What follows belongs to an exercise in optimizing a design on an open flow for small area; a production flow would make more cautious choices.
In this exercise RTL edits were held to simulation tests only and were not proved equivalent to the original.

==> design.v <==
module window_mult_pipe #(
  parameter int K   = 3,
  parameter int NI  = 8,
  parameter int NF  = 8,
  parameter int LAT = 2,
  parameter int CW  = 5
) (
  input  logic                            clk,
  input  logic                            rst_n,
  input  logic                            in_valid,
  output logic                            in_ready,
  input  logic                            sgn_i,
  input  logic [K*K*NI-1:0]               i_flat,
  input  logic [K*K*NF-1:0]               f_flat,
  input  logic [CW-1:0]                   row_in,
  input  logic [CW-1:0]                   col_in,
  input  logic                            done_in,
  output logic                            out_valid,
  input  logic                            out_ready,
  output logic [K*K*(NI+NF)-1:0]          d_flat,
  output logic [CW-1:0]                   row_out,
  output logic [CW-1:0]                   col_out,
  output logic                            done_out,
  output logic [NI+NF+$clog2(K*K)-1:0]    sum_o
);
  localparam int N  = K * K;
  localparam int W  = NI + NF;
  localparam int SW = W + $clog2(N);
  localparam int SB = 2 * CW + 1;
  logic w_en;
  assign w_en     = !out_valid || out_ready;
  assign in_ready = w_en;
  logic [2:0] r_vld;
  always_ff @(posedge clk or negedge rst_n) begin
    if (!rst_n)    r_vld <= '0;
    else if (w_en) r_vld <= {r_vld[1:0], in_valid};
  end
  assign out_valid = r_vld[2];
  logic [N*NI-1:0] r1_i;
  logic [N*NF-1:0] r1_f;
  logic            r1_s;
  logic [SB-1:0]   r1_sb, r2_sb, r3_sb;
  logic [N*W-1:0]  r2_d, r3_d;
  logic [N*W-1:0]  w_prod;
  for (genvar e = 0; e < N; e++) begin : g_lane
    wm_mul u_mul (.p(r1_i[e*NI +: NI]), .pn(~r1_i[e*NI +: NI]), .s(r1_s), .f(r1_f[e*NF +: NF]),
                  .fn(~r1_f[e*NF +: NF]), .u(~(r1_f[e*NF +: NF] ^ {NF{r1_s}})),
                  .y(w_prod[e*W +: W]));
  end
  always_ff @(posedge clk) begin
    if (w_en) begin
      r1_i  <= i_flat;
      r1_f  <= f_flat;
      r1_s  <= sgn_i;
      r1_sb <= {done_in, col_in, row_in};
      r2_d  <= w_prod;
      r2_sb <= r1_sb;
      r3_d  <= r2_d;
      r3_sb <= r2_sb;
    end
  end
  logic [SW-1:0] w_sum;
  wm_sum u_sum (.d(r3_d), .y(w_sum));
  assign d_flat   = r3_d;
  assign row_out  = r3_sb[CW-1:0];
  assign col_out  = r3_sb[2*CW-1:CW];
  assign done_out = r3_sb[2*CW];
  assign sum_o    = w_sum;
endmodule
module wm_cpa20 (input logic [19:0] a, input logic [19:0] b, output logic [19:0] y);
  assign y = a + b;
endmodule
module wm_fa (input logic a, input logic b, input logic c, output logic s, output logic co);
  assign s  = a ^ b ^ c;
  assign co = (a & b) | (a & c) | (b & c);
endmodule
module wm_ha (input logic a, input logic b, output logic s, output logic co);
  assign s  = a ^ b;
  assign co = a & b;
endmodule
module wm_go (input logic gh, input logic ph, input logic gl, output logic y);
  assign y = gh | (ph & gl);
endmodule
module wm_and (input logic a, input logic b, output logic y);
  assign y = a & b;
endmodule
module wm_xor (input logic a, input logic b, output logic y);
  assign y = a ^ b;
endmodule
module wm_mul (
  input  logic [7:0]  p,
  input  logic [7:0]  pn,
  input  logic        s,
  input  logic [7:0]  f,
  input  logic [7:0]  fn,
  input  logic [7:0]  u,
  output logic [15:0] y
);
  wire q = s & p[7];
  wire pp1 = ~(pn[0] | fn[0]);
  wire pp2 = ~(pn[0] | fn[1]);
  wire pp3 = ~(pn[1] | fn[0]);
  wire pp4 = ~(pn[0] | fn[2]);
  wire pp5 = ~(pn[1] | fn[1]);
  wire pp6 = ~(pn[2] | fn[0]);
  wire pp7 = ~(pn[0] | fn[3]);
  wire pp8 = ~(pn[1] | fn[2]);
  wire pp9 = ~(pn[2] | fn[1]);
  wire pp10 = ~(pn[3] | fn[0]);
  wire pp11 = ~(pn[0] | fn[4]);
  wire pp12 = ~(pn[1] | fn[3]);
  wire pp13 = ~(pn[2] | fn[2]);
  wire pp14 = ~(pn[3] | fn[1]);
  wire pp15 = ~(pn[4] | fn[0]);
  wire pp16 = ~(pn[0] | fn[5]);
  wire pp17 = ~(pn[1] | fn[4]);
  wire pp18 = ~(pn[2] | fn[3]);
  wire pp19 = ~(pn[3] | fn[2]);
  wire pp20 = ~(pn[4] | fn[1]);
  wire pp21 = ~(pn[5] | fn[0]);
  wire pp22 = ~(pn[0] | fn[6]);
  wire pp23 = ~(pn[1] | fn[5]);
  wire pp24 = ~(pn[2] | fn[4]);
  wire pp25 = ~(pn[3] | fn[3]);
  wire pp26 = ~(pn[4] | fn[2]);
  wire pp27 = ~(pn[5] | fn[1]);
  wire pp28 = ~(pn[6] | fn[0]);
  wire pp29 = ~(p[0] & f[7]);
  wire pp30 = ~(pn[1] | fn[6]);
  wire pp31 = ~(pn[2] | fn[5]);
  wire pp32 = ~(pn[3] | fn[4]);
  wire pp33 = ~(pn[4] | fn[3]);
  wire pp34 = ~(pn[5] | fn[2]);
  wire pp35 = ~(pn[6] | fn[1]);
  wire pp36 = ~(pn[7] | u[0]);
  wire pp37 = ~(p[1] & f[7]);
  wire pp38 = ~(pn[2] | fn[6]);
  wire pp39 = ~(pn[3] | fn[5]);
  wire pp40 = ~(pn[4] | fn[4]);
  wire pp41 = ~(pn[5] | fn[3]);
  wire pp42 = ~(pn[6] | fn[2]);
  wire pp43 = ~(pn[7] | u[1]);
  wire pp44 = ~(p[2] & f[7]);
  wire pp45 = ~(pn[3] | fn[6]);
  wire pp46 = ~(pn[4] | fn[5]);
  wire pp47 = ~(pn[5] | fn[4]);
  wire pp48 = ~(pn[6] | fn[3]);
  wire pp49 = ~(pn[7] | u[2]);
  wire pp50 = ~(p[3] & f[7]);
  wire pp51 = ~(pn[4] | fn[6]);
  wire pp52 = ~(pn[5] | fn[5]);
  wire pp53 = ~(pn[6] | fn[4]);
  wire pp54 = ~(pn[7] | u[3]);
  wire pp55 = ~(p[4] & f[7]);
  wire pp56 = ~(pn[5] | fn[6]);
  wire pp57 = ~(pn[6] | fn[5]);
  wire pp58 = ~(pn[7] | u[4]);
  wire pp59 = ~(p[5] & f[7]);
  wire pp60 = ~(pn[6] | fn[6]);
  wire pp61 = ~(pn[7] | u[5]);
  wire pp62 = ~(p[6] & f[7]);
  wire pp63 = ~(pn[7] | u[6]);
  wire pp64 = ~(pn[7] | u[7]);
  wire s65, c66;
  wm_ha u_ha67 (.a(pp4), .b(pp5), .s(s65), .co(c66));
  wire s68, c69;
  wm_fa u_fa70 (.a(pp7), .b(pp8), .c(pp9), .s(s68), .co(c69));
  wire s71, c72;
  wm_ha u_ha73 (.a(pp10), .b(c66), .s(s71), .co(c72));
  wire s74, c75;
  wm_fa u_fa76 (.a(pp11), .b(pp12), .c(pp13), .s(s74), .co(c75));
  wire s77, c78;
  wm_fa u_fa79 (.a(pp14), .b(pp15), .c(c69), .s(s77), .co(c78));
  wire s80, c81;
  wm_ha u_ha82 (.a(c72), .b(s74), .s(s80), .co(c81));
  wire s83, c84;
  wm_fa u_fa85 (.a(pp16), .b(pp17), .c(pp18), .s(s83), .co(c84));
  wire s86, c87;
  wm_fa u_fa88 (.a(pp19), .b(pp20), .c(pp21), .s(s86), .co(c87));
  wire s89, c90;
  wm_fa u_fa91 (.a(c75), .b(s83), .c(s86), .s(s89), .co(c90));
  wire s92, c93;
  wm_ha u_ha94 (.a(c81), .b(c78), .s(s92), .co(c93));
  wire s95, c96;
  wm_fa u_fa97 (.a(pp22), .b(pp23), .c(pp24), .s(s95), .co(c96));
  wire s98, c99;
  wm_fa u_fa100 (.a(pp25), .b(pp26), .c(pp27), .s(s98), .co(c99));
  wire s101, c102;
  wm_fa u_fa103 (.a(pp28), .b(c84), .c(c87), .s(s101), .co(c102));
  wire s104, c105;
  wm_fa u_fa106 (.a(s95), .b(s98), .c(s101), .s(s104), .co(c105));
  wire s107, c108;
  wm_ha u_ha109 (.a(c90), .b(c93), .s(s107), .co(c108));
  wire s110, c111;
  wm_fa u_fk112 (.a(1'b1), .b(q), .c(pp29), .s(s110), .co(c111));
  wire s113, c114;
  wm_fa u_fa115 (.a(pp30), .b(pp31), .c(pp32), .s(s113), .co(c114));
  wire s116, c117;
  wm_fa u_fa118 (.a(pp33), .b(pp34), .c(pp35), .s(s116), .co(c117));
  wire s119, c120;
  wm_fa u_fa121 (.a(pp36), .b(c96), .c(c99), .s(s119), .co(c120));
  wire s122, c123;
  wm_fa u_fa124 (.a(s110), .b(s113), .c(s116), .s(s122), .co(c123));
  wire s125, c126;
  wm_fa u_fa127 (.a(c102), .b(s119), .c(s122), .s(s125), .co(c126));
  wire s128, c129;
  wm_ha u_ha130 (.a(c108), .b(c105), .s(s128), .co(c129));
  wire s131, c132;
  wm_fa u_fa133 (.a(pp37), .b(pp38), .c(pp39), .s(s131), .co(c132));
  wire s134, c135;
  wm_fa u_fa136 (.a(pp40), .b(pp41), .c(pp42), .s(s134), .co(c135));
  wire s137, c138;
  wm_fa u_fa139 (.a(pp43), .b(c111), .c(c114), .s(s137), .co(c138));
  wire s140, c141;
  wm_fa u_fa142 (.a(c117), .b(s131), .c(s134), .s(s140), .co(c141));
  wire s143, c144;
  wm_fa u_fa145 (.a(c120), .b(s137), .c(c123), .s(s143), .co(c144));
  wire s146, c147;
  wm_fa u_fa148 (.a(s140), .b(c126), .c(s143), .s(s146), .co(c147));
  wire s149, c150;
  wm_fa u_fa151 (.a(pp44), .b(pp45), .c(pp46), .s(s149), .co(c150));
  wire s152, c153;
  wm_fa u_fa154 (.a(pp47), .b(pp48), .c(pp49), .s(s152), .co(c153));
  wire s155, c156;
  wm_fa u_fa157 (.a(c132), .b(c135), .c(s149), .s(s155), .co(c156));
  wire s158, c159;
  wm_fa u_fa160 (.a(s152), .b(c138), .c(c141), .s(s158), .co(c159));
  wire s161, c162;
  wm_fa u_fa163 (.a(s155), .b(c144), .c(s158), .s(s161), .co(c162));
  wire s164, c165;
  wm_fa u_fa166 (.a(pp50), .b(pp51), .c(pp52), .s(s164), .co(c165));
  wire s167, c168;
  wm_fa u_fa169 (.a(pp53), .b(pp54), .c(c150), .s(s167), .co(c168));
  wire s170, c171;
  wm_fa u_fa172 (.a(s164), .b(c153), .c(c156), .s(s170), .co(c171));
  wire s173, c174;
  wm_fa u_fa175 (.a(s167), .b(c159), .c(s170), .s(s173), .co(c174));
  wire s176, c177;
  wm_fa u_fa178 (.a(pp55), .b(pp56), .c(pp57), .s(s176), .co(c177));
  wire s179, c180;
  wm_fa u_fa181 (.a(pp58), .b(c165), .c(s176), .s(s179), .co(c180));
  wire s182, c183;
  wm_fa u_fa184 (.a(c168), .b(s179), .c(c171), .s(s182), .co(c183));
  wire s185, c186;
  wm_fa u_fa187 (.a(pp59), .b(pp60), .c(pp61), .s(s185), .co(c186));
  wire s188, c189;
  wm_fa u_fa190 (.a(c177), .b(s185), .c(c180), .s(s188), .co(c189));
  wire s191, c192;
  wm_fa u_fa193 (.a(pp62), .b(pp63), .c(c186), .s(s191), .co(c192));
  wire n194 = ~pp64;
  wire x195 = 1'b1 ^ pp64;
  wire s196, c197;
  wm_ha u_ha198 (.a(pp2), .b(pp3), .s(s196), .co(c197));
  wire s199, c200;
  wm_fa u_fa201 (.a(pp6), .b(s65), .c(c197), .s(s199), .co(c200));
  wire s202, c203;
  wm_fa u_fa204 (.a(s68), .b(s71), .c(c200), .s(s202), .co(c203));
  wire s205, c206;
  wm_fa u_fa207 (.a(s80), .b(s77), .c(c203), .s(s205), .co(c206));
  wire s208, c209;
  wm_fa u_fa210 (.a(s89), .b(s92), .c(c206), .s(s208), .co(c209));
  wire s211, c212;
  wm_fa u_fa213 (.a(s107), .b(s104), .c(c209), .s(s211), .co(c212));
  wire s214, c215;
  wm_fa u_fa216 (.a(s125), .b(s128), .c(c212), .s(s214), .co(c215));
  wire s217, c218;
  wm_fa u_fa219 (.a(c129), .b(s146), .c(c215), .s(s217), .co(c218));
  wire s220, c221;
  wm_fa u_fa222 (.a(c147), .b(s161), .c(c218), .s(s220), .co(c221));
  wire s223, c224;
  wm_fa u_fa225 (.a(c162), .b(s173), .c(c221), .s(s223), .co(c224));
  wire s226, c227;
  wm_fa u_fa228 (.a(c174), .b(s182), .c(c224), .s(s226), .co(c227));
  wire s229, c230;
  wm_ha u_ha231 (.a(s188), .b(c183), .s(s229), .co(c230));
  wire s232, c233;
  wm_fa u_fa234 (.a(s191), .b(c189), .c(c230), .s(s232), .co(c233));
  wire s235, c236;
  wm_fa u_fa237 (.a(n194), .b(c192), .c(c233), .s(s235), .co(c236));
  wire x238 = pp64 ^ x195 ^ c236;
  wire y239 = s229 ^ c227;
  wire k240 = c227 & s229;
  wire y241 = s232 ^ k240;
  wire k242 = k240 & s232;
  wire y243 = s235 ^ k242;
  wire k244 = k242 & s235;
  wire y245 = x238 ^ k244;
  assign y = {y245, y243, y241, y239, s226, s223, s220, s217, s214, s211, s208, s205, s202, s199, s196, pp1};
endmodule
module wm_sum (
  input  logic [143:0] d,
  output logic [19:0]  y
);
  wire t1 = ~d[15];
  wire t2 = ~d[31];
  wire t3 = ~d[47];
  wire t4 = ~d[63];
  wire t5 = ~d[79];
  wire t6 = ~d[95];
  wire t7 = ~d[111];
  wire t8 = ~d[127];
  wire t9 = ~d[143];
  wire n10 = ~t1;
  wire n11 = ~t1;
  wire n12 = ~t1;
  wire s13, c14;
  wm_fa u_fa15 (.a(d[0]), .b(d[16]), .c(d[32]), .s(s13), .co(c14));
  wire s16, c17;
  wm_fa u_fa18 (.a(d[48]), .b(d[64]), .c(d[80]), .s(s16), .co(c17));
  wire s19, c20;
  wm_fa u_fa21 (.a(d[96]), .b(d[112]), .c(d[128]), .s(s19), .co(c20));
  wire s22, c23;
  wm_ha u_ha24 (.a(s13), .b(s16), .s(s22), .co(c23));
  wire s25, c26;
  wm_fa u_fa27 (.a(d[1]), .b(d[17]), .c(d[33]), .s(s25), .co(c26));
  wire s28, c29;
  wm_fa u_fa30 (.a(d[49]), .b(d[65]), .c(d[81]), .s(s28), .co(c29));
  wire s31, c32;
  wm_fa u_fa33 (.a(d[97]), .b(d[113]), .c(d[129]), .s(s31), .co(c32));
  wire s34, c35;
  wm_fa u_fa36 (.a(c14), .b(c17), .c(c20), .s(s34), .co(c35));
  wire s37, c38;
  wm_fa u_fa39 (.a(s25), .b(s28), .c(s31), .s(s37), .co(c38));
  wire s40, c41;
  wm_ha u_ha42 (.a(c23), .b(s34), .s(s40), .co(c41));
  wire s43, c44;
  wm_fa u_fa45 (.a(d[2]), .b(d[18]), .c(d[34]), .s(s43), .co(c44));
  wire s46, c47;
  wm_fa u_fa48 (.a(d[50]), .b(d[66]), .c(d[82]), .s(s46), .co(c47));
  wire s49, c50;
  wm_fa u_fa51 (.a(d[98]), .b(d[114]), .c(d[130]), .s(s49), .co(c50));
  wire s52, c53;
  wm_fa u_fa54 (.a(c26), .b(c29), .c(c32), .s(s52), .co(c53));
  wire s55, c56;
  wm_fa u_fa57 (.a(s43), .b(s46), .c(s49), .s(s55), .co(c56));
  wire s58, c59;
  wm_fa u_fa60 (.a(c35), .b(c38), .c(s52), .s(s58), .co(c59));
  wire s61, c62;
  wm_ha u_ha63 (.a(s55), .b(c41), .s(s61), .co(c62));
  wire s64, c65;
  wm_fa u_fa66 (.a(d[3]), .b(d[19]), .c(d[35]), .s(s64), .co(c65));
  wire s67, c68;
  wm_fa u_fa69 (.a(d[51]), .b(d[67]), .c(d[83]), .s(s67), .co(c68));
  wire s70, c71;
  wm_fa u_fa72 (.a(d[99]), .b(d[115]), .c(d[131]), .s(s70), .co(c71));
  wire s73, c74;
  wm_fa u_fa75 (.a(c44), .b(c47), .c(c50), .s(s73), .co(c74));
  wire s76, c77;
  wm_fa u_fa78 (.a(s64), .b(s67), .c(s70), .s(s76), .co(c77));
  wire s79, c80;
  wm_fa u_fa81 (.a(c53), .b(c56), .c(s73), .s(s79), .co(c80));
  wire s82, c83;
  wm_fa u_fa84 (.a(s76), .b(c59), .c(c62), .s(s82), .co(c83));
  wire s85, c86;
  wm_fa u_fa87 (.a(d[4]), .b(d[20]), .c(d[36]), .s(s85), .co(c86));
  wire s88, c89;
  wm_fa u_fa90 (.a(d[52]), .b(d[68]), .c(d[84]), .s(s88), .co(c89));
  wire s91, c92;
  wm_fa u_fa93 (.a(d[100]), .b(d[116]), .c(d[132]), .s(s91), .co(c92));
  wire s94, c95;
  wm_fa u_fa96 (.a(c65), .b(c68), .c(c71), .s(s94), .co(c95));
  wire s97, c98;
  wm_fa u_fa99 (.a(s85), .b(s88), .c(s91), .s(s97), .co(c98));
  wire s100, c101;
  wm_fa u_fa102 (.a(c74), .b(c77), .c(s94), .s(s100), .co(c101));
  wire s103, c104;
  wm_fa u_fa105 (.a(s97), .b(c80), .c(s100), .s(s103), .co(c104));
  wire s106, c107;
  wm_fa u_fa108 (.a(d[5]), .b(d[21]), .c(d[37]), .s(s106), .co(c107));
  wire s109, c110;
  wm_fa u_fa111 (.a(d[53]), .b(d[69]), .c(d[85]), .s(s109), .co(c110));
  wire s112, c113;
  wm_fa u_fa114 (.a(d[101]), .b(d[117]), .c(d[133]), .s(s112), .co(c113));
  wire s115, c116;
  wm_fa u_fa117 (.a(c86), .b(c89), .c(c92), .s(s115), .co(c116));
  wire s118, c119;
  wm_fa u_fa120 (.a(s106), .b(s109), .c(s112), .s(s118), .co(c119));
  wire s121, c122;
  wm_fa u_fa123 (.a(c95), .b(c98), .c(s115), .s(s121), .co(c122));
  wire s124, c125;
  wm_fa u_fa126 (.a(s118), .b(c101), .c(s121), .s(s124), .co(c125));
  wire s127, c128;
  wm_fa u_fa129 (.a(d[6]), .b(d[22]), .c(d[38]), .s(s127), .co(c128));
  wire s130, c131;
  wm_fa u_fa132 (.a(d[54]), .b(d[70]), .c(d[86]), .s(s130), .co(c131));
  wire s133, c134;
  wm_fa u_fa135 (.a(d[102]), .b(d[118]), .c(d[134]), .s(s133), .co(c134));
  wire s136, c137;
  wm_fa u_fa138 (.a(c107), .b(c110), .c(c113), .s(s136), .co(c137));
  wire s139, c140;
  wm_fa u_fa141 (.a(s127), .b(s130), .c(s133), .s(s139), .co(c140));
  wire s142, c143;
  wm_fa u_fa144 (.a(c116), .b(c119), .c(s136), .s(s142), .co(c143));
  wire s145, c146;
  wm_fa u_fa147 (.a(s139), .b(c122), .c(s142), .s(s145), .co(c146));
  wire s148, c149;
  wm_fa u_fa150 (.a(d[7]), .b(d[23]), .c(d[39]), .s(s148), .co(c149));
  wire s151, c152;
  wm_fa u_fa153 (.a(d[55]), .b(d[71]), .c(d[87]), .s(s151), .co(c152));
  wire s154, c155;
  wm_fa u_fa156 (.a(d[103]), .b(d[119]), .c(d[135]), .s(s154), .co(c155));
  wire s157, c158;
  wm_fa u_fa159 (.a(c128), .b(c131), .c(c134), .s(s157), .co(c158));
  wire s160, c161;
  wm_fa u_fa162 (.a(s148), .b(s151), .c(s154), .s(s160), .co(c161));
  wire s163, c164;
  wm_fa u_fa165 (.a(c137), .b(c140), .c(s157), .s(s163), .co(c164));
  wire s166, c167;
  wm_fa u_fa168 (.a(s160), .b(c143), .c(s163), .s(s166), .co(c167));
  wire s169, c170;
  wm_fa u_fa171 (.a(d[8]), .b(d[24]), .c(d[40]), .s(s169), .co(c170));
  wire s172, c173;
  wm_fa u_fa174 (.a(d[56]), .b(d[72]), .c(d[88]), .s(s172), .co(c173));
  wire s175, c176;
  wm_fa u_fa177 (.a(d[104]), .b(d[120]), .c(d[136]), .s(s175), .co(c176));
  wire s178, c179;
  wm_fa u_fa180 (.a(c149), .b(c152), .c(c155), .s(s178), .co(c179));
  wire s181, c182;
  wm_fa u_fa183 (.a(s169), .b(s172), .c(s175), .s(s181), .co(c182));
  wire s184, c185;
  wm_fa u_fa186 (.a(c158), .b(c161), .c(s178), .s(s184), .co(c185));
  wire s187, c188;
  wm_fa u_fa189 (.a(s181), .b(c164), .c(s184), .s(s187), .co(c188));
  wire s190, c191;
  wm_fa u_fa192 (.a(d[9]), .b(d[25]), .c(d[41]), .s(s190), .co(c191));
  wire s193, c194;
  wm_fa u_fa195 (.a(d[57]), .b(d[73]), .c(d[89]), .s(s193), .co(c194));
  wire s196, c197;
  wm_fa u_fa198 (.a(d[105]), .b(d[121]), .c(d[137]), .s(s196), .co(c197));
  wire s199, c200;
  wm_fa u_fa201 (.a(c170), .b(c173), .c(c176), .s(s199), .co(c200));
  wire s202, c203;
  wm_fa u_fa204 (.a(s190), .b(s193), .c(s196), .s(s202), .co(c203));
  wire s205, c206;
  wm_fa u_fa207 (.a(c179), .b(c182), .c(s199), .s(s205), .co(c206));
  wire s208, c209;
  wm_fa u_fa210 (.a(s202), .b(c185), .c(s205), .s(s208), .co(c209));
  wire s211, c212;
  wm_fa u_fa213 (.a(d[10]), .b(d[26]), .c(d[42]), .s(s211), .co(c212));
  wire s214, c215;
  wm_fa u_fa216 (.a(d[58]), .b(d[74]), .c(d[90]), .s(s214), .co(c215));
  wire s217, c218;
  wm_fa u_fa219 (.a(d[106]), .b(d[122]), .c(d[138]), .s(s217), .co(c218));
  wire s220, c221;
  wm_fa u_fa222 (.a(c191), .b(c194), .c(c197), .s(s220), .co(c221));
  wire s223, c224;
  wm_fa u_fa225 (.a(s211), .b(s214), .c(s217), .s(s223), .co(c224));
  wire s226, c227;
  wm_fa u_fa228 (.a(c200), .b(c203), .c(s220), .s(s226), .co(c227));
  wire s229, c230;
  wm_fa u_fa231 (.a(s223), .b(c206), .c(s226), .s(s229), .co(c230));
  wire s232, c233;
  wm_fa u_fa234 (.a(d[11]), .b(d[27]), .c(d[43]), .s(s232), .co(c233));
  wire s235, c236;
  wm_fa u_fa237 (.a(d[59]), .b(d[75]), .c(d[91]), .s(s235), .co(c236));
  wire s238, c239;
  wm_fa u_fa240 (.a(d[107]), .b(d[123]), .c(d[139]), .s(s238), .co(c239));
  wire s241, c242;
  wm_fa u_fa243 (.a(c212), .b(c215), .c(c218), .s(s241), .co(c242));
  wire s244, c245;
  wm_fa u_fa246 (.a(s232), .b(s235), .c(s238), .s(s244), .co(c245));
  wire s247, c248;
  wm_fa u_fa249 (.a(c221), .b(c224), .c(s241), .s(s247), .co(c248));
  wire s250, c251;
  wm_fa u_fa252 (.a(s244), .b(c227), .c(s247), .s(s250), .co(c251));
  wire s253, c254;
  wm_fa u_fa255 (.a(d[12]), .b(d[28]), .c(d[44]), .s(s253), .co(c254));
  wire s256, c257;
  wm_fa u_fa258 (.a(d[60]), .b(d[76]), .c(d[92]), .s(s256), .co(c257));
  wire s259, c260;
  wm_fa u_fa261 (.a(d[108]), .b(d[124]), .c(d[140]), .s(s259), .co(c260));
  wire s262, c263;
  wm_fa u_fa264 (.a(c233), .b(c236), .c(c239), .s(s262), .co(c263));
  wire s265, c266;
  wm_fa u_fa267 (.a(s253), .b(s256), .c(s259), .s(s265), .co(c266));
  wire s268, c269;
  wm_fa u_fa270 (.a(c242), .b(c245), .c(s262), .s(s268), .co(c269));
  wire s271, c272;
  wm_fa u_fa273 (.a(s265), .b(c248), .c(s268), .s(s271), .co(c272));
  wire s274, c275;
  wm_fa u_fa276 (.a(d[13]), .b(d[29]), .c(d[45]), .s(s274), .co(c275));
  wire s277, c278;
  wm_fa u_fa279 (.a(d[61]), .b(d[77]), .c(d[93]), .s(s277), .co(c278));
  wire s280, c281;
  wm_fa u_fa282 (.a(d[109]), .b(d[125]), .c(d[141]), .s(s280), .co(c281));
  wire s283, c284;
  wm_fa u_fa285 (.a(c254), .b(c257), .c(c260), .s(s283), .co(c284));
  wire s286, c287;
  wm_fa u_fa288 (.a(s274), .b(s277), .c(s280), .s(s286), .co(c287));
  wire s289, c290;
  wm_fa u_fa291 (.a(c263), .b(c266), .c(s283), .s(s289), .co(c290));
  wire s292, c293;
  wm_fa u_fa294 (.a(s286), .b(c269), .c(s289), .s(s292), .co(c293));
  wire s295, c296;
  wm_fa u_fa297 (.a(d[14]), .b(d[30]), .c(d[46]), .s(s295), .co(c296));
  wire s298, c299;
  wm_fa u_fa300 (.a(d[62]), .b(d[78]), .c(d[94]), .s(s298), .co(c299));
  wire s301, c302;
  wm_fa u_fa303 (.a(d[110]), .b(d[126]), .c(d[142]), .s(s301), .co(c302));
  wire s304, c305;
  wm_fa u_fa306 (.a(c275), .b(c278), .c(c281), .s(s304), .co(c305));
  wire s307, c308;
  wm_fa u_fa309 (.a(s295), .b(s298), .c(s301), .s(s307), .co(c308));
  wire s310, c311;
  wm_fa u_fa312 (.a(c284), .b(c287), .c(s304), .s(s310), .co(c311));
  wire s313, c314;
  wm_fa u_fa315 (.a(s307), .b(c290), .c(s310), .s(s313), .co(c314));
  wire s316, c317;
  wm_fa u_fa318 (.a(t2), .b(t3), .c(t4), .s(s316), .co(c317));
  wire s319, c320;
  wm_fa u_fa321 (.a(t5), .b(t6), .c(t7), .s(s319), .co(c320));
  wire s322, c323;
  wm_fa u_fa324 (.a(t8), .b(t9), .c(n10), .s(s322), .co(c323));
  wire s325, c326;
  wm_fa u_fa327 (.a(c296), .b(c299), .c(c302), .s(s325), .co(c326));
  wire s328, c329;
  wm_fa u_fa330 (.a(s316), .b(s319), .c(s322), .s(s328), .co(c329));
  wire s331, c332;
  wm_fa u_fa333 (.a(c305), .b(c308), .c(s325), .s(s331), .co(c332));
  wire s334, c335;
  wm_fa u_fa336 (.a(s328), .b(c311), .c(s331), .s(s334), .co(c335));
  wire s337, c338;
  wm_fa u_fa339 (.a(n11), .b(c317), .c(c320), .s(s337), .co(c338));
  wire s340, c341;
  wm_fa u_fa342 (.a(c323), .b(c326), .c(s337), .s(s340), .co(c341));
  wire s343, c344;
  wm_fa u_fa345 (.a(c329), .b(c332), .c(s340), .s(s343), .co(c344));
  wire s346, c347;
  wm_fa u_fa348 (.a(n12), .b(c338), .c(c341), .s(s346), .co(c347));
  wire s349, c350;
  wm_ha u_ha351 (.a(s19), .b(s22), .s(s349), .co(c350));
  wire s352, c353;
  wm_ha u_ha354 (.a(s37), .b(s40), .s(s352), .co(c353));
  wire s355, c356;
  wm_ha u_ha357 (.a(s58), .b(s61), .s(s355), .co(c356));
  wire s358, c359;
  wm_ha u_ha360 (.a(s79), .b(s82), .s(s358), .co(c359));
  wire s361, c362;
  wm_ha u_ha363 (.a(c83), .b(s103), .s(s361), .co(c362));
  wire s364, c365;
  wm_ha u_ha366 (.a(c104), .b(s124), .s(s364), .co(c365));
  wire s367, c368;
  wm_ha u_ha369 (.a(c125), .b(s145), .s(s367), .co(c368));
  wire s370, c371;
  wm_ha u_ha372 (.a(c146), .b(s166), .s(s370), .co(c371));
  wire s373, c374;
  wm_ha u_ha375 (.a(c167), .b(s187), .s(s373), .co(c374));
  wire s376, c377;
  wm_ha u_ha378 (.a(c188), .b(s208), .s(s376), .co(c377));
  wire s379, c380;
  wm_ha u_ha381 (.a(c209), .b(s229), .s(s379), .co(c380));
  wire s382, c383;
  wm_ha u_ha384 (.a(c230), .b(s250), .s(s382), .co(c383));
  wire s385, c386;
  wm_ha u_ha387 (.a(c251), .b(s271), .s(s385), .co(c386));
  wire s388, c389;
  wm_ha u_ha390 (.a(c272), .b(s292), .s(s388), .co(c389));
  wire s391, c392;
  wm_ha u_ha393 (.a(c293), .b(s313), .s(s391), .co(c392));
  wire s394, c395;
  wm_ha u_ha396 (.a(c314), .b(s334), .s(s394), .co(c395));
  wire s397, c398;
  wm_ha u_ha399 (.a(c335), .b(s343), .s(s397), .co(c398));
  wire s400, c401;
  wm_ha u_ha402 (.a(c344), .b(s346), .s(s400), .co(c401));
  wire s403, c404;
  wm_ha u_ha405 (.a(t1), .b(c347), .s(s403), .co(c404));
  wire [19:0] pfx406;
  wm_pfx20 u_pfx406 (.g({1'b0, c404, c401, c398, c395, c392, c389, c386, c383, c380, c377, c374, c371, c368, c365, c362, c359, c356, c353, c350}), .p({1'b1, s403, s400, s397, s394, s391, s388, s385, s382, s379, s376, s373, s370, s367, s364, s361, s358, s355, s352, s349}), .y(pfx406));
  assign y = {pfx406[19], pfx406[18], pfx406[17], pfx406[16], pfx406[15], pfx406[14], pfx406[13], pfx406[12], pfx406[11], pfx406[10], pfx406[9], pfx406[8], pfx406[7], pfx406[6], pfx406[5], pfx406[4], pfx406[3], pfx406[2], pfx406[1], pfx406[0]};
endmodule
module wm_pfx20 (
  input  logic [19:0] g,
  input  logic [19:0] p,
  output logic [19:0] y
);
  wire G1;
  wm_go u_go2 (.gh(g[1]), .ph(p[1]), .gl(g[0]), .y(G1));
  wire G5;
  wm_go u_go6 (.gh(g[3]), .ph(p[3]), .gl(g[2]), .y(G5));
  wire P7;
  wm_and u_pa8 (.a(p[3]), .b(p[2]), .y(P7));
  wire G9;
  wm_go u_go10 (.gh(g[5]), .ph(p[5]), .gl(g[4]), .y(G9));
  wire P11;
  wm_and u_pa12 (.a(p[5]), .b(p[4]), .y(P11));
  wire G13;
  wm_go u_go14 (.gh(g[7]), .ph(p[7]), .gl(g[6]), .y(G13));
  wire P15;
  wm_and u_pa16 (.a(p[7]), .b(p[6]), .y(P15));
  wire G17;
  wm_go u_go18 (.gh(g[9]), .ph(p[9]), .gl(g[8]), .y(G17));
  wire P19;
  wm_and u_pa20 (.a(p[9]), .b(p[8]), .y(P19));
  wire G21;
  wm_go u_go22 (.gh(g[11]), .ph(p[11]), .gl(g[10]), .y(G21));
  wire P23;
  wm_and u_pa24 (.a(p[11]), .b(p[10]), .y(P23));
  wire G25;
  wm_go u_go26 (.gh(g[13]), .ph(p[13]), .gl(g[12]), .y(G25));
  wire P27;
  wm_and u_pa28 (.a(p[13]), .b(p[12]), .y(P27));
  wire G29;
  wm_go u_go30 (.gh(g[15]), .ph(p[15]), .gl(g[14]), .y(G29));
  wire P31;
  wm_and u_pa32 (.a(p[15]), .b(p[14]), .y(P31));
  wire G33;
  wm_go u_go34 (.gh(g[17]), .ph(p[17]), .gl(g[16]), .y(G33));
  wire P35;
  wm_and u_pa36 (.a(p[17]), .b(p[16]), .y(P35));
  wire G37;
  wm_go u_go38 (.gh(g[19]), .ph(p[19]), .gl(g[18]), .y(G37));
  wire P39;
  wm_and u_pa40 (.a(p[19]), .b(p[18]), .y(P39));
  wire G41;
  wm_go u_go42 (.gh(g[2]), .ph(p[2]), .gl(G1), .y(G41));
  wire G45;
  wm_go u_go46 (.gh(G5), .ph(P7), .gl(G1), .y(G45));
  wire G49;
  wm_go u_go50 (.gh(g[6]), .ph(p[6]), .gl(G9), .y(G49));
  wire P51;
  wm_and u_pa52 (.a(p[6]), .b(P11), .y(P51));
  wire G53;
  wm_go u_go54 (.gh(G13), .ph(P15), .gl(G9), .y(G53));
  wire P55;
  wm_and u_pa56 (.a(P15), .b(P11), .y(P55));
  wire G57;
  wm_go u_go58 (.gh(g[10]), .ph(p[10]), .gl(G17), .y(G57));
  wire P59;
  wm_and u_pa60 (.a(p[10]), .b(P19), .y(P59));
  wire G61;
  wm_go u_go62 (.gh(G21), .ph(P23), .gl(G17), .y(G61));
  wire P63;
  wm_and u_pa64 (.a(P23), .b(P19), .y(P63));
  wire G65;
  wm_go u_go66 (.gh(g[14]), .ph(p[14]), .gl(G25), .y(G65));
  wire P67;
  wm_and u_pa68 (.a(p[14]), .b(P27), .y(P67));
  wire G69;
  wm_go u_go70 (.gh(G29), .ph(P31), .gl(G25), .y(G69));
  wire P71;
  wm_and u_pa72 (.a(P31), .b(P27), .y(P71));
  wire G73;
  wm_go u_go74 (.gh(g[18]), .ph(p[18]), .gl(G33), .y(G73));
  wire P75;
  wm_and u_pa76 (.a(p[18]), .b(P35), .y(P75));
  wire G77;
  wm_go u_go78 (.gh(G37), .ph(P39), .gl(G33), .y(G77));
  wire P79;
  wm_and u_pa80 (.a(P39), .b(P35), .y(P79));
  wire G81;
  wm_go u_go82 (.gh(g[4]), .ph(p[4]), .gl(G45), .y(G81));
  wire G85;
  wm_go u_go86 (.gh(G9), .ph(P11), .gl(G45), .y(G85));
  wire G89;
  wm_go u_go90 (.gh(G49), .ph(P51), .gl(G45), .y(G89));
  wire G93;
  wm_go u_go94 (.gh(G53), .ph(P55), .gl(G45), .y(G93));
  wire G97;
  wm_go u_go98 (.gh(g[12]), .ph(p[12]), .gl(G61), .y(G97));
  wire P99;
  wm_and u_pa100 (.a(p[12]), .b(P63), .y(P99));
  wire G101;
  wm_go u_go102 (.gh(G25), .ph(P27), .gl(G61), .y(G101));
  wire P103;
  wm_and u_pa104 (.a(P27), .b(P63), .y(P103));
  wire G105;
  wm_go u_go106 (.gh(G65), .ph(P67), .gl(G61), .y(G105));
  wire P107;
  wm_and u_pa108 (.a(P67), .b(P63), .y(P107));
  wire G109;
  wm_go u_go110 (.gh(G69), .ph(P71), .gl(G61), .y(G109));
  wire P111;
  wm_and u_pa112 (.a(P71), .b(P63), .y(P111));
  wire G113;
  wm_go u_go114 (.gh(g[8]), .ph(p[8]), .gl(G93), .y(G113));
  wire G117;
  wm_go u_go118 (.gh(G17), .ph(P19), .gl(G93), .y(G117));
  wire G121;
  wm_go u_go122 (.gh(G57), .ph(P59), .gl(G93), .y(G121));
  wire G125;
  wm_go u_go126 (.gh(G61), .ph(P63), .gl(G93), .y(G125));
  wire G129;
  wm_go u_go130 (.gh(G97), .ph(P99), .gl(G93), .y(G129));
  wire G133;
  wm_go u_go134 (.gh(G101), .ph(P103), .gl(G93), .y(G133));
  wire G137;
  wm_go u_go138 (.gh(G105), .ph(P107), .gl(G93), .y(G137));
  wire G141;
  wm_go u_go142 (.gh(G109), .ph(P111), .gl(G93), .y(G141));
  wire G145;
  wm_go u_go146 (.gh(g[16]), .ph(p[16]), .gl(G141), .y(G145));
  wire G147;
  wm_go u_go148 (.gh(G33), .ph(P35), .gl(G141), .y(G147));
  wire G149;
  wm_go u_go150 (.gh(G73), .ph(P75), .gl(G141), .y(G149));
  wire G151;
  wm_go u_go152 (.gh(G77), .ph(P79), .gl(G141), .y(G151));
  wire Y153;
  wm_xor u_x154 (.a(p[1]), .b(g[0]), .y(Y153));
  wire Y155;
  wm_xor u_x156 (.a(p[2]), .b(G1), .y(Y155));
  wire Y157;
  wm_xor u_x158 (.a(p[3]), .b(G41), .y(Y157));
  wire Y159;
  wm_xor u_x160 (.a(p[4]), .b(G45), .y(Y159));
  wire Y161;
  wm_xor u_x162 (.a(p[5]), .b(G81), .y(Y161));
  wire Y163;
  wm_xor u_x164 (.a(p[6]), .b(G85), .y(Y163));
  wire Y165;
  wm_xor u_x166 (.a(p[7]), .b(G89), .y(Y165));
  wire Y167;
  wm_xor u_x168 (.a(p[8]), .b(G93), .y(Y167));
  wire Y169;
  wm_xor u_x170 (.a(p[9]), .b(G113), .y(Y169));
  wire Y171;
  wm_xor u_x172 (.a(p[10]), .b(G117), .y(Y171));
  wire Y173;
  wm_xor u_x174 (.a(p[11]), .b(G121), .y(Y173));
  wire Y175;
  wm_xor u_x176 (.a(p[12]), .b(G125), .y(Y175));
  wire Y177;
  wm_xor u_x178 (.a(p[13]), .b(G129), .y(Y177));
  wire Y179;
  wm_xor u_x180 (.a(p[14]), .b(G133), .y(Y179));
  wire Y181;
  wm_xor u_x182 (.a(p[15]), .b(G137), .y(Y181));
  wire Y183;
  wm_xor u_x184 (.a(p[16]), .b(G141), .y(Y183));
  wire Y185;
  wm_xor u_x186 (.a(p[17]), .b(G145), .y(Y185));
  wire Y187;
  wm_xor u_x188 (.a(p[18]), .b(G147), .y(Y187));
  wire Y189;
  wm_xor u_x190 (.a(p[19]), .b(G149), .y(Y189));
  assign y = {Y189, Y187, Y185, Y183, Y181, Y179, Y177, Y175, Y173, Y171, Y169, Y167, Y165, Y163, Y161, Y159, Y157, Y155, Y153, p[0]};
endmodule
==> flow/run.sh <==
#!/bin/bash
# The standard layout, with the port buffers made of the smallest buffer and a clock tree
# without dummy loads. Each tool's output goes to orfs/logs; make's own output to flow_make.log.
set -euo pipefail
bash standard.sh \
  "BUFFER_PORTS_ARGS=-buffer_cell sky130_fd_sc_hd__buf_1" \
  "CTS_ARGS=-sink_clustering_enable -repair_clock_nets -dont_use_dummy_load -sink_clustering_size 30 -sink_clustering_max_diameter 50 -buf_list {sky130_fd_sc_hd__clkbuf_16}" \
  finish > flow_make.log 2>&1
==> standard.sh <==
#!/bin/bash
# synth_recipe.tcl (not shown) runs the flow's synth.tcl, then flattens the netlist and writes it again
# the make line also repeats each setting of config.mk as NAME=value (left out here)
make -C /OpenROAD-flow-scripts/flow DESIGN_CONFIG=/design/flow/config.mk WORK_HOME=/design/flow/orfs CLKGATE_MAP_FILE= SYNTH_SCRIPT=/design/flow/synth_recipe.tcl "${@:-finish}"
==> config.mk <==
export PLATFORM = sky130hd
export DESIGN_NAME = window_mult_pipe
export DESIGN_NICKNAME = window_mult_pipe
export VERILOG_FILES = /design/flow/design.v
export SDC_FILE = /design/flow/constraint.sdc
export NUM_CORES = 4
export LEC_CHECK = 0
export CAP_MARGIN = 20
export CORE_MARGIN = 2
export CORE_UTILIZATION = 76
export PLACE_DENSITY = 0.86
export SLEW_MARGIN = 20
export SYNTH_HIERARCHICAL = 1
==> constraint.sdc <==
create_clock -name core_clock -period 6.5 [get_ports {clk}]
set_input_delay 1.3000 -clock core_clock [delete_from_list [all_inputs] [get_ports {clk}]]
set_output_delay 1.3000 -clock core_clock [all_outputs]
set_load 0.01 [all_outputs]
==> results.cfg, run 1 <==
[status]
outcome = finished clean

[worst_setup_path]
path_class = flip-flop to output pin
worst_ep_required_time_ps = 5200
rr_worst_depth = 17
cp-start-kind = flip-flop
worstPathArrival_ps = 5050
r2r_setup_slack_ps = 470
endpoint_kind = output pin
setup.worst_path.start = r3_d[113]
reg2reg_to = r2_d[63]
critPathMaxFanout = 9
regToRegStartpoint = r1_f[26]

[placement]
place_area_mm2 = 0.03276
dp.cells = 2922
gp_congestion = 0.9235
io_buffers = 336
hpwl_um = 56310

[global_routing]
grt_max_degree = 166
antenna_found_initial = 0
grt_overflow = 0
grt_pass1_wl_um = 108900
grt.total_usage_pct = 34.02
first_global_vias = 19357

[drt]
route.vias.total = 17658
wl_um = 70000
via_per_inst = 5.953
wl_per_cell_um = 23.60
drtIter0Drc = 1653
ant_nets = 0
drc = 0
drt_pass1_iterations = 6

[sta]
setup_viol = 0
rsz0062_at_grt = no
hold_violations = 0
layout_min_cycle_time_ps = 6346
max_slew.worst_pin.slew_ps = 931.5
fmax_ghz = 0.1576
final.setup_skew_ps = 80.87
whs_ps = 390.0
slew_headroom_pct = 37.90
maxSlewViolCount = 0
tns_ps = 0
finalCritPeriodShare_pct = 97.64

[cells_and_area]
fill_cells = 2280
stdcell_count = 2966
drive_above_1_share_pct = 2.307
areaGrowthSynthToFinish_pct = 5.426
nNetsFinal = 3260
design_area_mm2 = 0.03386
diodes = 0

[yosys]
syn-mean-instance-area_um2 = 14.47
syn_nets = 3051
yosysWarnings = 7
syn_area_mm2 = 0.03212
netlist_instances = 2220

[clock_network]
post_cts_buffers = 0
cts_resized = 0
clockBufferDepth = 3
cts-root-buf = clkbuf_16
cts_buffers = 44
clk_pin_slew_ps = 70
cts.hold.buffers_added = 0
clkSinkCount = 469
clock_latency_ps = 600
cts_tree = built
cts_max_level = 2

[die]
rows = 75
pin_count = 337
coreArea_mm2 = 0.04185
start_util_pct = 76.74
die-area_mm2 = 0.04392
die_w_um = 209.6
die_y_um = 209.6

[hold_path]
whs_endpoint = r3_d[11]
hold_start = r2_d[11]
min_path_type = flip-flop to flip-flop
hold_depth = 0

[flow_run]
drv_cap = 0
per-layer routing:
| layer | GRT usage [%] | wire [µm] | vias up |
|---|---|---|---|
| li1 | - | - | 7385 |
| met1 | 47.30 | 25550 | 9153 |
| met2 | 53.71 | 34060 | 971 |
| met3 | 7.422 | 7014 | 149 |
| met4 | 14.50 | 3375 | 0 |
| met5 | 0 | 0 | - |
placed cells by master, fill, tap and decap left out, types with 2 or more instances in the layout:
cell,instances
fa_1,550
nor2_1,504
edfxtp_1,466
buf_1,336
inv_1,144
ha_1,121
xnor2_1,81
nand2_1,63
clkbuf_16,44
a21o_1,36
and2_1,28
xor2_1,19
conb_1,10
or2_1,9
buf_4,5
buf_12,3
dfrtp_1,3
mux2_2,2
stage by stage:
stage | utilization [%] | setup WS (ps)
after floorplan | - | 666.8
after global placement | 78.27 | 645.7
after detailed placement | 78.27 | 459.3
after CTS | 80.91 | 108.8
after global routing | 80.91 | 37.97
final | 80.91 | 153.6
worst max path at each step:
stage | to | slack [ps] | cells past startpoint
3_5_place_dp | r2_d[15] | 460 | 17
2_1_floorplan | in_ready | 670 | 1
4_1_cts | sum_o[19] | 110 | 12
6_report | sum_o[19] | 150 | 12
3_3_place_gp | r2_d[47] | 650 | 17
5_1_grt | sum_o[18] | 40 | 12
registers in the layout, summed over array words and instances, names as in the netlist:
name and count:
r2_sb 11, r3_d 144, r2_d 144, r1_s 1
r1_sb 11, r3_sb 11, r_vld 3, r1_f 72
r1_i 72
cell type report:
class | instances | area [µm²] | share of cell area, %
multi-input cells | 1426 | 16120 | 47.60
flip-flops and latches | 469 | 14070 | 41.55
repair buffers | 344 | 1359 | 4.013
clock buffers | 44 | 1101 | 3.252
well taps | 539 | 674.4 | 1.992
inverters | 144 | 540.5 | 1.596
worst max-delay path, cell delays in order (launching register included):
cell and delay, ps:
edfxtp_1 490, fa_1 620, fa_1 430, fa_1 430
fa_1 480, ha_1 330, and2_1 170, a21o_1 250
a21o_2 310, a21o_1 250, a21o_1 190, xor2_1 300
buf_1 190
==> run 2, diff against run 1 <==
==> flow/run.sh (replaced) <==
#!/bin/bash
# The standard layout, with the port buffers made of the smallest buffer and a clock tree
# without dummy loads. Each tool's output goes to orfs/logs; make's own output to flow_make.log.
set -euo pipefail
bash standard.sh \
  "BUFFER_PORTS_ARGS=-buffer_cell sky130_fd_sc_hd__buf_1" \
  "CTS_ARGS=-sink_clustering_enable -repair_clock_nets -dont_use_dummy_load -sink_clustering_size 14 -sink_clustering_max_diameter 45 -buf_list {sky130_fd_sc_hd__clkbuf_4 sky130_fd_sc_hd__clkbuf_8}" \
  finish > flow_make.log 2>&1
==> results.cfg, run 2 <==
[cells_and_area]
stdcell_count = 2977
areaGrowthSynthToFinish_pct = 4.293
reg_top3 = r2_d: 144 flops, r3_d: 144 flops
final_cell_mix = fa_1 (550), nor2_1 (504), edfxtp_1 (466)
nNetsFinal = 3269
design_area_mm2 = 0.03350
layout_commonest_cell = fa_1
post-route-util_pct = 80.04
drive_above_1_share_pct = 2.750

[worst_setup_path]
r2r_setup_slack_ps = 440
max_stage_delay_ps = 570
critPathMaxFanout = 9
crit_family = adder cells
cpMostUsedCell = fa_1
path_cells = fa_1 > fa_1 > fa_1 > fa_1 > ha_1 > and2_1 > a21o_1 > a21o_2 > a21o_1 > a21o_1 > xor2_1 > buf_1
crit_buf_inv = 1
regToRegStartpoint = r1_f[50]
endpoint_kind = output pin
worst_ep_required_time_ps = 5200
worstPathArrival_ps = 5080
critPathSlowestCell = fa_1
path_class = flip-flop to output pin
reg2reg_to = r2_d[111]
rr_worst_depth = 17
cp-start-kind = flip-flop

[global_routing]
first_global_vias = 19209
grt_overflow = 0
grt_pass1_wl_um = 108600
grt.total_usage_pct = 33.86
antenna_found_initial = 0
grt_max_degree = 166

[drt]
drc = 0
drtIter0Drc = 1739
wl_per_cell_um = 23.38
ant_nets = 0
drt_pass1_iterations = 7
via_per_inst = 5.940
wl_um = 69620
route.vias.total = 17682

[clock_network]
clk_pin_slew_ps = 90
clkSinkCount = 469
clock_latency_ps = 670
cts_tree = built
cts-root-buf = clkbuf_8
cts_buffers = 52
clockBufferDepth = 3
cts.hold.buffers_added = 0
cts_max_level = 2

[die]
start_util_pct = 76.74
coreArea_mm2 = 0.04185
die-area_mm2 = 0.04392
die_y_um = 209.6
die_w_um = 209.6
rows = 75
pin_count = 337

[sta]
max_slew.worst_pin.slew_ps = 911.6
hold_violations = 0
layout_min_cycle_time_ps = 6385
slew_headroom_pct = 39.23
finalCritPeriodShare_pct = 98.23
fmax_ghz = 0.1566
final.setup_skew_ps = 67.97
setup_viol = 0
maxSlewViolCount = 0

[placement]
gp_congestion = 0.9235
dp.cells = 2922
hpwl_um = 56310
io_buffers = 336
place_area_mm2 = 0.03276

[yosys]
netlist_instances = 2220
syn-mean-instance-area_um2 = 14.47
syn_area_mm2 = 0.03212
syn_nets = 3051
yosysWarnings = 7

[hold_path]
whs_endpoint = r3_d[56]
hold_start = r2_d[56]
hold_depth = 0
min_path_type = flip-flop to flip-flop

[status]
outcome = finished clean

[flow_run]
drv_cap = 0
==> run 2: per-layer routing <==
layer  share of wire [%]  vias up  wire length, µm  GRT usage [%]
li1                    -     7392                -              -
met1                  37     9234            25560          47.70
met2                  49      906            34000          53.30
met3                  10      150             6951          7.242
met4                 4.5        0             3105          13.74
met5                   0        -                0              0
==> run 2: timing repair <==
action	4_1_cts	5_1_grt
setup buffers	0	1
gates resized for setup	0	3
endpoints found under the setup margin	0	3
==> run 2: stage by stage <==
step                      hold WS (ps)  setup WS, ps  setup TNS, ps
after detailed placement         404.5         459.3              0
after CTS                        367.1         32.73              0
final                            375.1         115.4              0
after floorplan                  400.3         666.8              0
after global routing             372.0        -1.476         -1.476
after global placement           400.7         645.7              0
==> run 2: layout make-up <==
type	count	area, µm²
diodes	2	5.005
clock buffers	52	715.7
fillers	2355	8354
inverters	144	540.5
multi-input cells	1426	16130
flip-flops and latches	469	14070
well taps	539	674.4
repair buffers	345	1368
==> run 2: worst max-delay path by stage <==
stage | end | slack (ps) | startpoint | cells past startpoint
2_1_floorplan | in_ready | 670 | out_ready | 1
3_3_place_gp | r2_d[47] | 650 | r1_f[18] | 17
3_5_place_dp | r2_d[15] | 460 | r1_f[2] | 17
4_1_cts | sum_o[17] | 30 | r3_d[100] | 12
5_1_grt | sum_o[17] | -1 | r3_d[98] | 12
6_report | sum_o[17] | 120 | r3_d[101] | 12
==> run 3, diff against run 2 <==
--- a/design.v
+++ b/design.v
@@ -67,9 +67,6 @@
   assign done_out = r3_sb[2*CW];
   assign sum_o    = w_sum;
 endmodule
-module wm_cpa20 (input logic [19:0] a, input logic [19:0] b, output logic [19:0] y);
-  assign y = a + b;
-endmodule
 module wm_fa (input logic a, input logic b, input logic c, output logic s, output logic co);
   assign s  = a ^ b ^ c;
   assign co = (a & b) | (a & c) | (b & c);
==> flow/run.sh (replaced) <==
#!/bin/bash
# The standard layout, with two changes: the port buffers are the smallest buffer, and the
# clock tree has no dummy loads and clusters at most 18 flip-flops (within 60 um) under each
# clkbuf_8. ORFS writes each tool's log under orfs/logs; make's own output goes to
# flow_make.log.
set -euo pipefail
bash standard.sh \
  "BUFFER_PORTS_ARGS=-buffer_cell sky130_fd_sc_hd__buf_1" \
  "CTS_ARGS=-sink_clustering_enable -repair_clock_nets -dont_use_dummy_load -sink_clustering_size 18 -sink_clustering_max_diameter 60 -buf_list {sky130_fd_sc_hd__clkbuf_8}" \
  finish > flow_make.log 2>&1
==> results.cfg, run 3 <==
[status]
outcome = finished clean

[worst_setup_path]
critPathMaxFanout = 9
worstPathArrival_ps = 5080
crit_family = adder cells
path_class = flip-flop to output pin
path_cells = fa_1 > fa_1 > fa_1 > fa_1 > ha_1 > and2_1 > a21o_1 > a21o_1 > a21o_1 > a21o_1 > xor2_2 > buf_1
rr_worst_depth = 17
cp-start-kind = flip-flop
r2r_setup_slack_ps = 490
worst_ep_required_time_ps = 5200
max_stage_delay_ps = 560
regToRegStartpoint = r1_f[17]
endpoint_kind = output pin
crit_buf_inv = 1
reg2reg_to = r2_d[47]
critPathSlowestCell = fa_1

[yosys]
syn_area_mm2 = 0.03212
yosysWarnings = 7
netlist_instances = 2220
syn-mean-instance-area_um2 = 14.47
syn_nets = 3051

[cells_and_area]
fill_cells = 2394
final_cell_mix = fa_1 (549), nor2_1 (504), edfxtp_1 (466)
nNetsFinal = 3258
design_area_mm2 = 0.03335
reg_top3 = r2_d: 144 flops, r3_d: 144 flops
drive_above_1_share_pct = 2.268
layout_commonest_cell = fa_1
areaGrowthSynthToFinish_pct = 3.821

[sta]
layout_min_cycle_time_ps = 6377
hold_violations = 0
whs_ps = 366.2
fmax_ghz = 0.1568
finalCritPeriodShare_pct = 98.11
final.setup_skew_ps = 75.93
setup_viol = 0
tns_ps = 0
maxSlewViolCount = 0
max_slew.worst_pin.slew_ps = 1063
slew_headroom_pct = 29.14

[clock_network]
clock_latency_ps = 660
cts.hold.buffers_added = 0
cts_tree = built
cts_buffers = 41
cts_max_level = 2
cts-root-buf = clkbuf_8
clockBufferDepth = 3
clkSinkCount = 469
clk_pin_slew_ps = 110

[global_routing]
grtUsageMet1_pct = 45.35
grt_pass1_wl_um = 105300
grt.total_usage_pct = 32.87
top_usage_layer = met2
first_global_vias = 18928
grt_max_degree = 184
grt.met3_usage_pct = 8.095
antenna_found_initial = 3
grt_overflow = 0
gr-usage-met2_pct = 52.61

[drt]
drt_pass1_iterations = 6
drtIter0Drc = 1641
route.vias.total = 17564
via_per_inst = 5.922
wl_per_cell_um = 23.02
ant_nets = 0
drc = 0
wl_um = 68290

[hold_path]
hold_depth = 0
whs_endpoint = r3_d[73]
hold_start = r2_d[73]
min_path_type = flip-flop to flip-flop

[placement]
place_area_mm2 = 0.03276
gp_congestion = 0.9133
hpwl_um = 55790
io_buffers = 336

[die]
rows = 75
pin_count = 337
die_y_um = 209.6
start_util_pct = 76.74
die-area_mm2 = 0.04392
die_w_um = 209.6
coreArea_mm2 = 0.04185

[flow_run]
drv_cap = 0
[run 3: cell types whose count changed in the layout (fill, tap and decap cells not counted), sizes merged]
cell | previous run | this run
buf | 344 | 345
clkbuf | 53 | 41
[run 3: final cells by class]
cell class	count	area [µm²]	share of cell area [%]
Tap cell	539	674.4	2.022
Sequential cell	469	14070	42.19
Clock buffer	41	564.3	1.692
Timing Repair Buffer	345	1366	4.097
Multi-Input combinational cell	1426	16130	48.36
Antenna cell	2	5.005	0.01501
Inverter	144	540.5	1.621
[run 3: layer usage]
layer	up-vias	routed length, µm
li1	7366	-
met1	9130	25150
met2	912	33590
met3	156	6621
met4	0	2920
met5	-	0
[run 3: repair_timing]
item,CTS,global route
setup endpoints to repair,0,2
resized for setup,0,2
buffers inserted,0,1
[run 3: how the worst max path moves through the flow]
stage                end  cells after the start  startpoint
3_5_place_dp    r2_d[79]                     17    r1_f[34]
2_1_floorplan   in_ready                      1   out_ready
4_1_cts        sum_o[19]                     12    r3_d[96]
6_report       sum_o[19]                     12   r3_d[112]
5_1_grt        sum_o[19]                     12    r3_d[33]
3_3_place_gp    r2_d[95]                     17    r1_f[42]
[run 3: metrics by stage]
| stage | instances | utilization (%) | worst slack, ps |
|---|---|---|---|
| 2_1_floorplan | 2220 | - | 666.8 |
| 3_3_place_gp | 2922 | 78.27 | 676.7 |
| 3_5_place_dp | 2922 | 78.27 | 487.0 |
| 4_1_cts | 2963 | 79.62 | 103.5 |
| 5_1_grt | 2965 | 79.67 | -24.62 |
| 6_report | 2966 | 79.68 | 123.0 |
==> run 4, diff against run 3 <==
--- a/design.v
+++ b/design.v
@@ -269,20 +269,18 @@
   wire s226, c227;
   wm_fa u_fa228 (.a(c174), .b(s182), .c(c224), .s(s226), .co(c227));
   wire s229, c230;
-  wm_ha u_ha231 (.a(s188), .b(c183), .s(s229), .co(c230));
+  wm_fa u_fa231 (.a(s188), .b(c183), .c(c227), .s(s229), .co(c230));
   wire s232, c233;
-  wm_fa u_fa234 (.a(s191), .b(c189), .c(c230), .s(s232), .co(c233));
+  wm_ha u_ha234 (.a(s191), .b(c189), .s(s232), .co(c233));
   wire s235, c236;
   wm_fa u_fa237 (.a(n194), .b(c192), .c(c233), .s(s235), .co(c236));
   wire x238 = pp64 ^ x195 ^ c236;
-  wire y239 = s229 ^ c227;
-  wire k240 = c227 & s229;
-  wire y241 = s232 ^ k240;
-  wire k242 = k240 & s232;
-  wire y243 = s235 ^ k242;
-  wire k244 = k242 & s235;
-  wire y245 = x238 ^ k244;
-  assign y = {y245, y243, y241, y239, s226, s223, s220, s217, s214, s211, s208, s205, s202, s199, s196, pp1};
+  wire y239 = s232 ^ c230;
+  wire k240 = c230 & s232;
+  wire y241 = s235 ^ k240;
+  wire k242 = k240 & s235;
+  wire y243 = x238 ^ k242;
+  assign y = {y243, y241, y239, s229, s226, s223, s220, s217, s214, s211, s208, s205, s202, s199, s196, pp1};
 endmodule
 module wm_sum (
   input  logic [143:0] d,
==> results.cfg, run 4 <==
[yosys]
netlist_instances = 2211
syn-mean-instance-area_um2 = 14.48
syn_nets = 3033
yosysWarnings = 7
syn_area_mm2 = 0.03201

[cells_and_area]
areaGrowthSynthToFinish_pct = 3.796
reg_top3 = r2_d: 144 flops, r3_d: 144 flops
nNetsFinal = 3242
final_cell_mix = fa_1 (549), nor2_1 (504), edfxtp_1 (466)
design_area_mm2 = 0.03322
layout_commonest_cell = fa_1
drive_above_1_share_pct = 2.399

[drt]
drt_pass1_iterations = 5
via_per_inst = 5.908
drc = 0
ant_nets = 0
route.vias.total = 17475
wl_um = 68300
wl_per_cell_um = 23.09
drtIter0Drc = 1675

[clock_network]
cts.hold.buffers_added = 0
clock_latency_ps = 630
clk_pin_slew_ps = 110
post_cts_buffers = 0
cts_tree = built
clockBufferDepth = 3
cts_buffers = 40
cts-root-buf = clkbuf_8
cts_resized = 0
clkSinkCount = 469
cts_max_level = 2

[global_routing]
first_global_vias = 18839
grt.total_usage_pct = 33.14
grt_overflow = 0
grt_pass1_wl_um = 105900
grt_max_degree = 183
antenna_found_initial = 2

[placement]
hpwl_um = 55890
place_area_mm2 = 0.03267
gp_congestion = 0.9328
io_buffers = 336

[worst_setup_path]
cp-start-kind = flip-flop
worstPathArrival_ps = 5050
path_class = flip-flop to output pin
worst_ep_required_time_ps = 5200
endpoint_kind = output pin
critPathMaxFanout = 9

[sta]
tns_ps = 0
hold_violations = 0
maxSlewViolCount = 0
final.setup_skew_ps = 59.06
finalCritPeriodShare_pct = 97.64
slew_headroom_pct = 30.43
rsz0062_at_grt = no
whs_ps = 383.0
setup_viol = 0
layout_min_cycle_time_ps = 6346
fmax_ghz = 0.1576
max_slew.worst_pin.slew_ps = 1043

[die]
start_util_pct = 76.65
rows = 75
die_w_um = 209.2
coreArea_mm2 = 0.04176
die_y_um = 209.2
pin_count = 337
die-area_mm2 = 0.04377

[status]
outcome = finished clean

[flow_run]
drv_cap = 0

[hold_path]
min_path_type = flip-flop to flip-flop
-- run 4: worst paths after layout --
kind                           start   endpoint  slack, ps  depth (start not counted)
max reg2reg                 r1_i[32]   r2_d[79]        270                         17
max in group asynchronous      rst_n   r_vld[0]       5890                          1
min                         r2_d[58]   r3_d[58]        380                          0
min reg2reg                 r2_d[58]   r3_d[58]        380                          0
min in group asynchronous      rst_n   r_vld[2]        450                          1
max                        r3_d[116]  sum_o[18]        150                         12
-- run 4: per-stage QoR --
stage                     setup WS (ps)  util [%]  instances
after global placement            480.3     78.22       2917
final                             153.7     79.56       2958
after global routing              5.310     79.56       2958
after CTS                         76.50     79.54       2957
after floorplan                   561.9         -       2211
after detailed placement          227.8     78.22       2917
-- run 4: cell type report --
type | instances | area (µm²)
Antenna cell | 1 | 2.502
Clock buffer | 40 | 550.5
Fill cell | 2372 | 8537
Inverter | 144 | 540.5
Multi-Input combinational cell | 1417 | 16010
Sequential cell | 469 | 14070
Tap cell | 539 | 674.4
Timing Repair Buffer | 348 | 1376
-- run 4: critical path, cell delays in order (launching register included) --
cell	delay [ps]
edfxtp_1	540
fa_1	580
fa_1	430
fa_1	550
fa_1	420
ha_1	330
a21o_1	230
a21o_1	160
a21o_2	270
a21o_1	240
a21o_1	190
xor2_1	310
buf_1	190
-- run 4: layer usage --
| layer | routed length (µm) | GRT usage (%) | up-vias |
|---|---|---|---|
| li1 | - | - | 7329 |
| met1 | 25050 | 45.75 | 9071 |
| met2 | 33220 | 51.86 | 934 |
| met3 | 6966 | 9.002 | 139 |
| met4 | 3048 | 12.71 | 2 |
| met5 | 13 | 0 | - |

==> separate check: timing with driven ports <==
How much do the figures lean on ideal ports? The routed layouts below were timed once more, with nothing changed but the port constraints. Step 1 assumes that a clkbuf_16 drives the clock port and a buf_2 every other input. Step 2 moves the port delays by t, midway between the first and last clock arrival at a register: inputs arrive t later, outputs are due t later. That takes back most of the time a late clock gives input paths. Three values: ideal, step 1, step 2; two values: the first two.
run | shift t [ns] | setup WS [ns] | worst setup path after step 2 | worst slew at a driven data input, ns | cell pins on the clock port's net
run 1 | 0.621 | 0.154 / 0.095 / 0.471 | register to register | 0.07 | 1
run 2 | 0.686 | 0.115 / 0.062 / 0.443 | register to register | 0.06 | 1
run 3 | 0.672 | 0.123 / 0.065 / 0.488 | register to register | 0.07 | 1
run 4 | 0.671 | 0.154 / 0.097 / 0.270 | register to register | 0.06 | 1
After both steps every run listed still meets setup and hold.
